From an optimization exercise on the open Yosys and OpenROAD flow, aimed at small area; shortcuts taken in it are not production practice.
In this exercise RTL edits were held to simulation tests only and were not proved equivalent to the original.
No driver is modelled on the clock port, so clocking that relies on it looks cheaper here than on a real chip.
Power and IR drop assume default switching activity.

==> flow/design.v <==
package clk_gen_pkg;
  localparam int CNT_W_DEF = 16;
  typedef logic [CNT_W_DEF-1:0] cnt_t;
  function automatic logic cfg_legal(input int unsigned period,
                                     input int unsigned high,
                                     input int unsigned phase,
                                     input int unsigned ch,
                                     input int unsigned num_ch);
    cfg_legal = (high != 32'd0) && (high < period) &&
                (phase < period) && (ch < num_ch);
  endfunction
endpackage
module clk_gen_chan
#(
  parameter int CNT_W = clk_gen_pkg::CNT_W_DEF
) (
  input  logic             clk,
  input  logic             rst_n,
  input  logic             enable,
  input  logic             ld,
  input  logic             wr_en,
  input  logic [CNT_W-1:0] wr_hm1,
  input  logic [CNT_W-1:0] wr_lm1,
  input  logic [CNT_W-1:0] wr_phase,
  output logic             pending,
  output logic             clk_out,
  output logic             rise_pulse
);
  logic             run_q, clk_out_q, rise_q, pend_q;
  logic [CNT_W-1:0] cnt_q, cnt_d;
  logic [CNT_W-1:0] hi_q, lo_q, ph_q, cur_lo_q;
  logic             zero, stay, boundary;
  assign zero     = (cnt_q == '0);
  assign stay     = run_q & enable;
  assign boundary = stay & ~clk_out_q & zero;
  logic s_dec, s_hi, s_lo, s_idle;
  logic [CNT_W-1:0] ph_d;
  assign s_dec = run_q & ~zero;
  assign s_hi  = run_q & zero & ~clk_out_q;
  assign s_lo  = run_q & zero & clk_out_q;
  assign s_idle = ~run_q;
  assign ph_d  = ({CNT_W{ld}} & wr_phase) | ({CNT_W{~ld}} & ph_q);
  assign cnt_d = ({CNT_W{s_dec}} & (cnt_q - 1'b1)) |
                 ({CNT_W{s_hi}}  & hi_q) |
                 ({CNT_W{s_lo}}  & cur_lo_q) |
                 ({CNT_W{s_idle}} & ph_d);
  always_ff @(posedge clk) begin
    if (ld) begin
      hi_q <= wr_hm1;
      lo_q <= wr_lm1;
    end
    if (s_hi) cur_lo_q <= lo_q;
    cnt_q <= cnt_d;
    ph_q  <= ph_d;
  end
  always_ff @(posedge clk) begin
    if (!rst_n) begin
      run_q     <= 1'b0;
      clk_out_q <= 1'b0;
      rise_q    <= 1'b0;
      pend_q    <= 1'b0;
    end else begin
      run_q     <= enable;
      clk_out_q <= stay & (clk_out_q ^ zero);
      rise_q    <= boundary;
      pend_q    <= stay & (wr_en | (pend_q & ~boundary));
    end
  end
  assign pending    = pend_q;
  assign clk_out    = clk_out_q;
  assign rise_pulse = rise_q;
endmodule
module clk_gen_multi
#(
  parameter int NUM_CH     = 8,
  parameter int CNT_W      = clk_gen_pkg::CNT_W_DEF,
  parameter int DEF_PERIOD = 10,
  parameter int DEF_HIGH   = 5
) (
  input  logic              clk,
  input  logic              rst_n,
  input  logic              cfg_valid,
  output logic              cfg_ready,
  input  logic [((NUM_CH > 1) ? $clog2(NUM_CH) : 1)-1:0] cfg_ch,
  input  logic [CNT_W-1:0]  cfg_period,
  input  logic [CNT_W-1:0]  cfg_high,
  input  logic [CNT_W-1:0]  cfg_phase,
  output logic              cfg_err,
  input  logic [NUM_CH-1:0] enable,
  output logic [NUM_CH-1:0] clk_out,
  output logic [NUM_CH-1:0] rise_pulse
);
  localparam int CH_W = (NUM_CH > 1) ? $clog2(NUM_CH) : 1;
  logic [NUM_CH-1:0]      pending;
  logic [(1<<CH_W)-1:0]   pending_pad;
  logic                   fire;
  logic                   legal;
  logic                   cfg_err_q;
  logic [CNT_W-1:0]       hm1, lm1;
  logic [CNT_W-1:0]       bus_hm1, bus_lm1, bus_phase;
  always_comb begin
    pending_pad             = '0;
    pending_pad[NUM_CH-1:0] = pending;
  end
  assign cfg_ready = ~pending_pad[cfg_ch];
  assign fire      = cfg_valid & cfg_ready;
  assign legal     = clk_gen_pkg::cfg_legal(32'(cfg_period), 32'(cfg_high),
                                   32'(cfg_phase), 32'(cfg_ch), 32'(NUM_CH));
  assign hm1       = cfg_high - 1'b1;
  assign lm1       = cfg_period + ~cfg_high;
  assign bus_hm1   = rst_n ? hm1       : CNT_W'(DEF_HIGH - 1);
  assign bus_lm1   = rst_n ? lm1       : CNT_W'(DEF_PERIOD - DEF_HIGH - 1);
  assign bus_phase = rst_n ? cfg_phase : '0;
  always_ff @(posedge clk) begin
    if (!rst_n) cfg_err_q <= 1'b0;
    else        cfg_err_q <= fire & ~legal;
  end
  assign cfg_err = cfg_err_q;
  for (genvar i = 0; i < NUM_CH; i++) begin : g_ch
    logic wr_en;
    assign wr_en = fire & legal & (cfg_ch == CH_W'(i));
    clk_gen_chan #(
      .CNT_W      (CNT_W)
    ) u_chan (
      .clk        (clk),
      .rst_n      (rst_n),
      .enable     (enable[i]),
      .ld         (wr_en | ~rst_n),
      .wr_en      (wr_en),
      .wr_hm1     (bus_hm1),
      .wr_lm1     (bus_lm1),
      .wr_phase   (bus_phase),
      .pending    (pending[i]),
      .clk_out    (clk_out[i]),
      .rise_pulse (rise_pulse[i])
    );
  end
endmodule
Settings: LEC_CHECK=0, CAP_MARGIN=20, CORE_MARGIN=2, CORE_UTILIZATION=40, CTS_BUF_LIST=sky130_fd_sc_hd__clkbuf_16, CTS_CLUSTER_DIAMETER=70, CTS_CLUSTER_SIZE=30, GPL_TIMING_DRIVEN=0, SLEW_MARGIN=20; clock period 8.0 ns.
standard.sh (not shown) runs the stock make flow with config.mk's settings and CLKGATE_MAP_FILE= SYNTH_SCRIPT=/design/flow/synth_recipe.tcl, a recipe that flattens the netlist after the stock synthesis.
==> flow/flow/run.sh <==
#!/bin/bash
# Layout flow: the standard synthesis, then its combinational logic re-mapped
# for area (registers untouched, equivalence proven, else the standard netlist
# is kept), then the standard layout steps with an area-recovery pass after CTS.
# Each tool's full output goes to a log file in this folder.
set -u
WORK=$(pwd)
R=$WORK/orfs/results/$FLOW_PLATFORM/clk_gen_multi/base
PLAT=$FLOW_HOME/platforms/$FLOW_PLATFORM

bash standard.sh synth > synth_standard.log 2>&1 || exit 1

export REMAP_LIB=$PLAT/lib/sky130_fd_sc_hd__tt_025C_1v80.lib
export REMAP_IN=$WORK/netlist_standard.v
export REMAP_OUT=$WORK/netlist_remap.v
export REMAP_STAT=$WORK/remap_stat.txt
export REMAP_TOP=$FLOW_TOP
export REMAP_ABC=$WORK/flow/remap.abc
export REMAP_KEEP="$(grep -o 'sky130_fd_sc_hd__[a-z0-9]*df[a-z0-9]*_[0-9]*\|sky130_fd_sc_hd__conb_1' $R/1_2_yosys.v | sort -u | tr '\n' ' ')"
export REMAP_DONT_USE="$(sed -n '/^export DONT_USE_CELLS += \\/,/^[^ ]*$/p' $PLAT/config.mk | grep -o 'sky130_fd_sc_hd__[a-z0-9_]*' | tr '\n' ' ')"
echo "keep: $REMAP_KEEP" > remap_env.log
echo "dont_use: $REMAP_DONT_USE" >> remap_env.log

cp $R/1_2_yosys.v $REMAP_IN
if yosys -c flow/remap.tcl > remap.log 2>&1 && yosys -c flow/equiv.tcl > equiv.log 2>&1; then
  echo "remap: using re-mapped netlist" >> remap_env.log
  cp $REMAP_OUT $R/1_2_yosys.v
  touch $R/1_2_yosys.v
else
  echo "remap: failed, keeping the standard netlist" >> remap_env.log
fi


export BUFFER_PORTS_ARGS="-buffer_cell sky130_fd_sc_hd__buf_1"
bash standard.sh finish > standard.log 2>&1
Other scripts of this flow, unchanged in this note and not shown: flow/flow/equiv.tcl, flow/flow/remap.abc, flow/flow/remap.tcl
Rerun with:
GPL_TIMING_DRIVEN = not set   (was 0)
PLACE_DENSITY = 0.8   (was not set)
Effect: The new run completed without violations. Total power shrinks by 1.7%. Final area came out lower by 1.4%. Non-clock buffer count goes up by 6.
Rerun with:
PLACE_DENSITY = not set   (was 0.8)
Result: The changed run finished with timing, DRC and antenna clean; critical path depth stays the same; fmax rose by a few percent; non-clock buffer count fell by 9; worst setup slack improved by 280 ps.

* * *

RTL: the design.v shown in full above, as it stands there.
clock: 8.0 ns
lec_check: 0
cap_margin: 20
core_margin: 2
core_utilization: 40
cts_buf_list: sky130_fd_sc_hd__clkbuf_8 sky130_fd_sc_hd__clkbuf_16
cts_cluster_diameter: 70
cts_cluster_size: 30
slew_margin: 20
==> flow/flow/run.sh <==
#!/bin/bash
# Layout flow: the standard synthesis, then its combinational logic re-mapped
# for area (registers untouched, equivalence proven, else the standard netlist
# is kept), then the standard layout steps with an area-recovery pass after CTS.
# Each tool's full output goes to a log file in this folder.
set -u
WORK=$(pwd)
R=$WORK/orfs/results/$FLOW_PLATFORM/clk_gen_multi/base
PLAT=$FLOW_HOME/platforms/$FLOW_PLATFORM

bash standard.sh synth > synth_standard.log 2>&1 || exit 1

export REMAP_LIB=$PLAT/lib/sky130_fd_sc_hd__tt_025C_1v80.lib
export REMAP_IN=$WORK/netlist_standard.v
export REMAP_OUT=$WORK/netlist_remap.v
export REMAP_STAT=$WORK/remap_stat.txt
export REMAP_TOP=$FLOW_TOP
export REMAP_ABC=$WORK/flow/remap.abc
export REMAP_KEEP="$(grep -o 'sky130_fd_sc_hd__[a-z0-9]*df[a-z0-9]*_[0-9]*\|sky130_fd_sc_hd__conb_1' $R/1_2_yosys.v | sort -u | tr '\n' ' ')"
export REMAP_DONT_USE="$(sed -n '/^export DONT_USE_CELLS += \\/,/^[^ ]*$/p' $PLAT/config.mk | grep -o 'sky130_fd_sc_hd__[a-z0-9_]*' | tr '\n' ' ')"
echo "keep: $REMAP_KEEP" > remap_env.log
echo "dont_use: $REMAP_DONT_USE" >> remap_env.log

cp $R/1_2_yosys.v $REMAP_IN
if yosys -c flow/remap.tcl > remap.log 2>&1 && yosys -c flow/equiv.tcl > equiv.log 2>&1; then
  echo "remap: using re-mapped netlist" >> remap_env.log
  cp $REMAP_OUT $R/1_2_yosys.v
  touch $R/1_2_yosys.v
else
  echo "remap: failed, keeping the standard netlist" >> remap_env.log
fi


export BUFFER_PORTS_ARGS="-buffer_cell sky130_fd_sc_hd__buf_2"
bash standard.sh finish > standard.log 2>&1
==> flow/flow/remap.tcl <==
# Re-map the combinational logic of the standard synthesis netlist with an
# area-oriented ABC script. Flip-flops (and tie cells) are kept as they are:
# same instances, names and cell types.
yosys -import
set lib    $::env(REMAP_LIB)
set netin  $::env(REMAP_IN)
set netout $::env(REMAP_OUT)
set keep   $::env(REMAP_KEEP)
set dont_use {}
foreach c $::env(REMAP_DONT_USE) { lappend dont_use -dont_use $c }

read_liberty -ignore_miss_func $lib
read_verilog $netin
hierarchy -check -top $::env(REMAP_TOP)
foreach c $keep { setattr -mod -set keep_hierarchy 1 $c }
flatten
# Auto-named nets (and the pin nets flatten makes of them) lose their names,
# so that the design's own net names survive.
yosys rename -hide w:_*
opt_clean
foreach c $keep { blackbox $c }
abc -script $::env(REMAP_ABC) -liberty $lib {*}$dont_use
opt_clean -purge
# Every cell as a black box with its pin directions, for the steps below.
read_liberty -lib -overwrite -ignore_miss_func $lib
splitnets
opt_clean -purge
hilomap -singleton -hicell sky130_fd_sc_hd__conb_1 HI -locell sky130_fd_sc_hd__conb_1 LO
insbuf -buf sky130_fd_sc_hd__buf_2 A X

# left out here: clean up, hide names made inside functions
yosys rename -hide w:_*
check -assert
tee -o $::env(REMAP_STAT) stat -top $::env(REMAP_TOP) -liberty $lib
write_verilog -noattr -nohex -nodec $netout
Other scripts of this flow, unchanged in this note and not shown: flow/flow/equiv.tcl, flow/flow/remap.abc
==> next run, changes <==
--- a/flow/flow/run.sh
+++ b/flow/flow/run.sh
@@ -1,6 +1,9 @@
 #!/bin/bash
-# Layout flow: the standard synthesis, then its combinational logic re-mapped
-# for area (registers untouched, equivalence proven, else the standard netlist
-# is kept), then the standard layout steps with an area-recovery pass after CTS.
-# Each tool's full output goes to a log file in this folder.
+# Layout flow: the standard synthesis (the standard.sh), then its
+# combinational logic re-mapped by ABC for area with the registers untouched
+# (same instances, names and cell types). The re-mapped netlist is used only
+# if Yosys proves it equivalent to the standard one, register for register;
+# otherwise the standard netlist is kept. Then the standard layout steps, with
+# the smallest buffer on each port. Each tool's full output goes to a log file
+# in this folder.
 set -u
@@ -32,4 +35,3 @@
 
-
-export BUFFER_PORTS_ARGS="-buffer_cell sky130_fd_sc_hd__buf_2"
+export BUFFER_PORTS_ARGS="-buffer_cell sky130_fd_sc_hd__buf_1"
 bash standard.sh finish > standard.log 2>&1
--- a/flow/flow/remap.tcl
+++ b/flow/flow/remap.tcl
@@ -28,3 +28,3 @@
 hilomap -singleton -hicell sky130_fd_sc_hd__conb_1 HI -locell sky130_fd_sc_hd__conb_1 LO
-insbuf -buf sky130_fd_sc_hd__buf_2 A X
+insbuf -buf sky130_fd_sc_hd__buf_1 A X
 
--- a/flow/config.mk
+++ b/flow/config.mk
@@ -9,6 +9,7 @@
 export CORE_MARGIN = 2
-export CORE_UTILIZATION = 40
-export CTS_BUF_LIST = sky130_fd_sc_hd__clkbuf_8 sky130_fd_sc_hd__clkbuf_16
+export CORE_UTILIZATION = 50
+export CTS_BUF_LIST = sky130_fd_sc_hd__clkbuf_16
 export CTS_CLUSTER_DIAMETER = 70
 export CTS_CLUSTER_SIZE = 30
+export PLACE_DENSITY = 0.8
 export SLEW_MARGIN = 20
After rerunning:
- The new run finished with timing, DRC and antenna clean
- final area decreases by 1.5%
- core utilization increases by 11 points
- first-iteration DRC count increases by 16%
- clock power decreases by 11%
- global-route usage increases by 4.7 points
==> next run, changes <==
--- a/flow/flow/run.sh
+++ b/flow/flow/run.sh
@@ -1,9 +1,6 @@
 #!/bin/bash
-# Layout flow: the standard synthesis (the standard.sh), then its
-# combinational logic re-mapped by ABC for area with the registers untouched
-# (same instances, names and cell types). The re-mapped netlist is used only
-# if Yosys proves it equivalent to the standard one, register for register;
-# otherwise the standard netlist is kept. Then the standard layout steps, with
-# the smallest buffer on each port. Each tool's full output goes to a log file
-# in this folder.
+# Layout flow: the standard synthesis, then its combinational logic re-mapped
+# for area (registers untouched, equivalence proven, else the standard netlist
+# is kept), then the standard layout steps with an area-recovery pass after CTS.
+# Each tool's full output goes to a log file in this folder.
 set -u
@@ -35,3 +32,4 @@
 
-export BUFFER_PORTS_ARGS="-buffer_cell sky130_fd_sc_hd__buf_1"
+export POST_CTS_TCL=$WORK/flow/post_cts.tcl
+export BUFFER_PORTS_ARGS="-buffer_cell sky130_fd_sc_hd__buf_2"
 bash standard.sh finish > standard.log 2>&1
==> flow/flow/post_cts.tcl (new file) <==
# Area recovery after CTS: downsize cells that have timing slack to spare.
log_cmd estimate_parasitics -placement
report_design_area
repair_timing -recover_power 100 -verbose
report_design_area
detailed_placement
check_placement -verbose
--- a/flow/flow/remap.tcl
+++ b/flow/flow/remap.tcl
@@ -28,3 +28,3 @@
 hilomap -singleton -hicell sky130_fd_sc_hd__conb_1 HI -locell sky130_fd_sc_hd__conb_1 LO
-insbuf -buf sky130_fd_sc_hd__buf_1 A X
+insbuf -buf sky130_fd_sc_hd__buf_2 A X
 
--- a/flow/config.mk
+++ b/flow/config.mk
@@ -9,3 +9,3 @@
 export CORE_MARGIN = 2
-export CORE_UTILIZATION = 50
+export CORE_UTILIZATION = 40
 export CTS_BUF_LIST = sky130_fd_sc_hd__clkbuf_16
@@ -13,3 +13,2 @@
 export CTS_CLUSTER_SIZE = 30
-export PLACE_DENSITY = 0.8
 export SLEW_MARGIN = 20
What happened: Routed wire length is higher by 4.2%; critical path depth stays the same; setup slack got worse by 540 ps; first-iteration DRC count is lower by 11%; power is higher by 2.8%.

* * *

RTL: the design.v shown in full above, as it stands there.
clock: 8.0 ns
lec_check: 0
cap_margin: 20
core_margin: 2
core_utilization: 40
cts_buf_list: sky130_fd_sc_hd__clkbuf_16
cts_cluster_diameter: 70
cts_cluster_size: 30
place_density: 0.8
slew_margin: 20
==> flow/flow/run.sh <==
#!/bin/bash
# Layout flow: the standard synthesis (the standard.sh), then its
# combinational logic re-mapped by ABC for area with the registers untouched
# (same instances, names and cell types). The re-mapped netlist is used only
# if Yosys proves it equivalent to the standard one, register for register;
# otherwise the standard netlist is kept. Then the standard layout steps, with
# the smallest buffer on each port. Each tool's full output goes to a log file
# in this folder.
set -u
WORK=$(pwd)
R=$WORK/orfs/results/$FLOW_PLATFORM/clk_gen_multi/base
PLAT=$FLOW_HOME/platforms/$FLOW_PLATFORM

bash standard.sh synth > synth_standard.log 2>&1 || exit 1

export REMAP_LIB=$PLAT/lib/sky130_fd_sc_hd__tt_025C_1v80.lib
export REMAP_IN=$WORK/netlist_standard.v
export REMAP_OUT=$WORK/netlist_remap.v
export REMAP_STAT=$WORK/remap_stat.txt
export REMAP_TOP=$FLOW_TOP
export REMAP_ABC=$WORK/flow/remap.abc
export REMAP_KEEP="$(grep -o 'sky130_fd_sc_hd__[a-z0-9]*df[a-z0-9]*_[0-9]*\|sky130_fd_sc_hd__conb_1' $R/1_2_yosys.v | sort -u | tr '\n' ' ')"
export REMAP_DONT_USE="$(sed -n '/^export DONT_USE_CELLS += \\/,/^[^ ]*$/p' $PLAT/config.mk | grep -o 'sky130_fd_sc_hd__[a-z0-9_]*' | tr '\n' ' ')"
echo "keep: $REMAP_KEEP" > remap_env.log
echo "dont_use: $REMAP_DONT_USE" >> remap_env.log

cp $R/1_2_yosys.v $REMAP_IN
if yosys -c flow/remap.tcl > remap.log 2>&1 && yosys -c flow/equiv.tcl > equiv.log 2>&1; then
  echo "remap: using re-mapped netlist" >> remap_env.log
  cp $REMAP_OUT $R/1_2_yosys.v
  touch $R/1_2_yosys.v
else
  echo "remap: failed, keeping the standard netlist" >> remap_env.log
fi

export BUFFER_PORTS_ARGS="-buffer_cell sky130_fd_sc_hd__buf_1"
bash standard.sh finish > standard.log 2>&1
==> flow/flow/remap.tcl <==
# Re-map the combinational logic of the standard synthesis netlist with an
# area-oriented ABC script. Flip-flops (and tie cells) are kept as they are:
# same instances, names and cell types.
yosys -import
set lib    $::env(REMAP_LIB)
set netin  $::env(REMAP_IN)
set netout $::env(REMAP_OUT)
set keep   $::env(REMAP_KEEP)
set dont_use {}
foreach c $::env(REMAP_DONT_USE) { lappend dont_use -dont_use $c }

read_liberty -ignore_miss_func $lib
read_verilog $netin
hierarchy -check -top $::env(REMAP_TOP)
foreach c $keep { setattr -mod -set keep_hierarchy 1 $c }
flatten
# Auto-named nets (and the pin nets flatten makes of them) lose their names,
# so that the design's own net names survive.
yosys rename -hide w:_*
opt_clean
foreach c $keep { blackbox $c }
abc -script $::env(REMAP_ABC) -liberty $lib {*}$dont_use
opt_clean -purge
# Every cell as a black box with its pin directions, for the steps below.
read_liberty -lib -overwrite -ignore_miss_func $lib
splitnets
opt_clean -purge
hilomap -singleton -hicell sky130_fd_sc_hd__conb_1 HI -locell sky130_fd_sc_hd__conb_1 LO
insbuf -buf sky130_fd_sc_hd__buf_1 A X

# left out here: clean up, hide names made inside functions
yosys rename -hide w:_*
check -assert
tee -o $::env(REMAP_STAT) stat -top $::env(REMAP_TOP) -liberty $lib
write_verilog -noattr -nohex -nodec $netout
Other scripts of this flow, unchanged in this note and not shown: flow/flow/equiv.tcl, flow/flow/remap.abc
==> next run, changes <==
--- a/flow/flow/run.sh
+++ b/flow/flow/run.sh
@@ -1,10 +1,7 @@
 #!/bin/bash
-# Layout flow: the standard synthesis (the standard.sh), then its
-# combinational logic re-mapped by ABC for area with the registers untouched
-# (same instances, names and cell types). The re-mapped netlist is used only
-# if Yosys proves it equivalent to the standard one, register for register;
-# otherwise the standard netlist is kept. Then the standard layout steps, with
-# the smallest buffer on each port. Each tool's full output goes to a log file
-# in this folder.
+# Layout flow: the standard synthesis, then its combinational logic re-mapped
+# for area (registers untouched, equivalence proven, else the standard netlist
+# is kept), then the standard layout steps with an area-recovery pass after CTS.
+# Each tool's full output goes to a log file in this folder.
 set -u
 WORK=$(pwd)
@@ -34,4 +31,4 @@
 fi
 
-export BUFFER_PORTS_ARGS="-buffer_cell sky130_fd_sc_hd__buf_1"
+export POST_CTS_TCL=$WORK/flow/post_cts.tcl
 bash standard.sh finish > standard.log 2>&1
==> flow/flow/post_cts.tcl (new file) <==
# Area recovery after CTS: downsize cells that have timing slack to spare.
log_cmd estimate_parasitics -placement
report_design_area
repair_timing -recover_power 100 -verbose
report_design_area
detailed_placement
check_placement -verbose
--- a/flow/flow/remap.tcl
+++ b/flow/flow/remap.tcl
@@ -27,5 +27,5 @@
 opt_clean -purge
 hilomap -singleton -hicell sky130_fd_sc_hd__conb_1 HI -locell sky130_fd_sc_hd__conb_1 LO
-insbuf -buf sky130_fd_sc_hd__buf_1 A X
+insbuf -buf sky130_fd_sc_hd__buf_4 A X
 
 # left out here: clean up, hide names made inside functions
Settings changed: PLACE_DENSITY 0.8 to default.
Count of clock-buffer cells in the layout grows by 6.
Hold slack loses 7.9 ps.
Total power grows by 5.6%.
Die area hardly moves.
Setup slack loses 840 ps.
==> next run, changes <==
--- a/flow/flow/run.sh
+++ b/flow/flow/run.sh
@@ -31,4 +31,5 @@
 fi
 
-export POST_CTS_TCL=$WORK/flow/post_cts.tcl
+
+export BUFFER_PORTS_ARGS="-buffer_cell sky130_fd_sc_hd__buf_1"
 bash standard.sh finish > standard.log 2>&1
--- a/flow/flow/remap.tcl
+++ b/flow/flow/remap.tcl
@@ -27,5 +27,5 @@
 opt_clean -purge
 hilomap -singleton -hicell sky130_fd_sc_hd__conb_1 HI -locell sky130_fd_sc_hd__conb_1 LO
-insbuf -buf sky130_fd_sc_hd__buf_4 A X
+insbuf -buf sky130_fd_sc_hd__buf_1 A X
 
 # left out here: clean up, hide names made inside functions
Settings changed: CORE_UTILIZATION 40 to 55, CTS_CLUSTER_DIAMETER 70 to 80, CTS_CLUSTER_SIZE 30 to 34.
removed: flow/flow/post_cts.tcl
Effect: The changed run produced a clean layout. Setup slack is better by 1200 ps. Die area went down by 27%. Design area goes down by 2.7%. Wire length went down by 2.7%. Final cell count falls by 7.6%. Area after synthesis barely changes. Non-clock buffer count came out lower by 26. Sequential share of layout area goes up by 1.7 points. Via count stays flat. Count of clock-buffer cells in the layout falls by 1.
==> next run, changes <==
Settings changed: CORE_UTILIZATION 55 to 40, CTS_CLUSTER_DIAMETER 80 to 60, CTS_CLUSTER_SIZE 34 to 36.
Outcome: Via count shrinks by about 1%; die area grows by 37%; setup slack is worse by 130 ps.

[re-timing with driven ports]
In the flow no input, the clock included, has a driving cell. The finished layouts below were timed again as built, in two steps. Step 1 assumes that a clkbuf_16 drives the clock port and a buf_2 every other input. Step 2 moves the port delays by t, midway between the first and last clock arrival at a register: inputs arrive t later, outputs are due t later. That takes back most of the time a late clock gives input paths. Slacks: no drivers / after step 1 / after step 2; pairs: no drivers / after step 1.
run	shift t [ns]	setup slack, ns	worst hold slack (ns)	worst setup path at the end	slew at the worst register clock pin (ns)
the first run of note 1	0.676	0.380 / 0.415 / -0.262	0.409 / 0.409 / 0.409	input to register	0.11 / 0.11
the second run of note 1	0.666	1.534 / 1.565 / 0.899	0.416 / 0.416 / 0.416	input to register	0.11 / 0.11
the third run of note 1	0.669	1.817 / 1.850 / 1.181	0.399 / 0.399 / 0.399	input to register	0.12 / 0.12
the first run of note 2	0.668	1.581 / 1.616 / 0.948	0.405 / 0.405 / 0.405	input to register	0.11 / 0.11
the second run of note 2	0.659	1.289 / 1.322 / 0.664	0.407 / 0.407 / 0.407	input to register	0.11 / 0.11
the third run of note 2	0.669	0.753 / 0.791 / 0.121	0.400 / 0.400 / 0.400	input to register	0.11 / 0.11
the first run of note 3	0.666	1.534 / 1.565 / 0.899	0.416 / 0.416 / 0.416	input to register	0.11 / 0.11
the second run of note 3	0.639	0.690 / 0.724 / 0.085	0.408 / 0.408 / 0.408	input to register	0.11 / 0.11
the third run of note 3	0.649	1.890 / 1.924 / 1.275	0.425 / 0.425 / 0.425	input to register	0.12 / 0.12
the fourth run of note 3	0.639	1.760 / 1.793 / 1.154	0.407 / 0.407 / 0.407	input to register	0.12 / 0.12
Met with ideal ports but missed after step 2: setup timing in the first run of note 1. For the first run of note 1, which loses most, drivers alone change the setup slack by +0.035 ns; drivers and shift together by -0.642 ns.
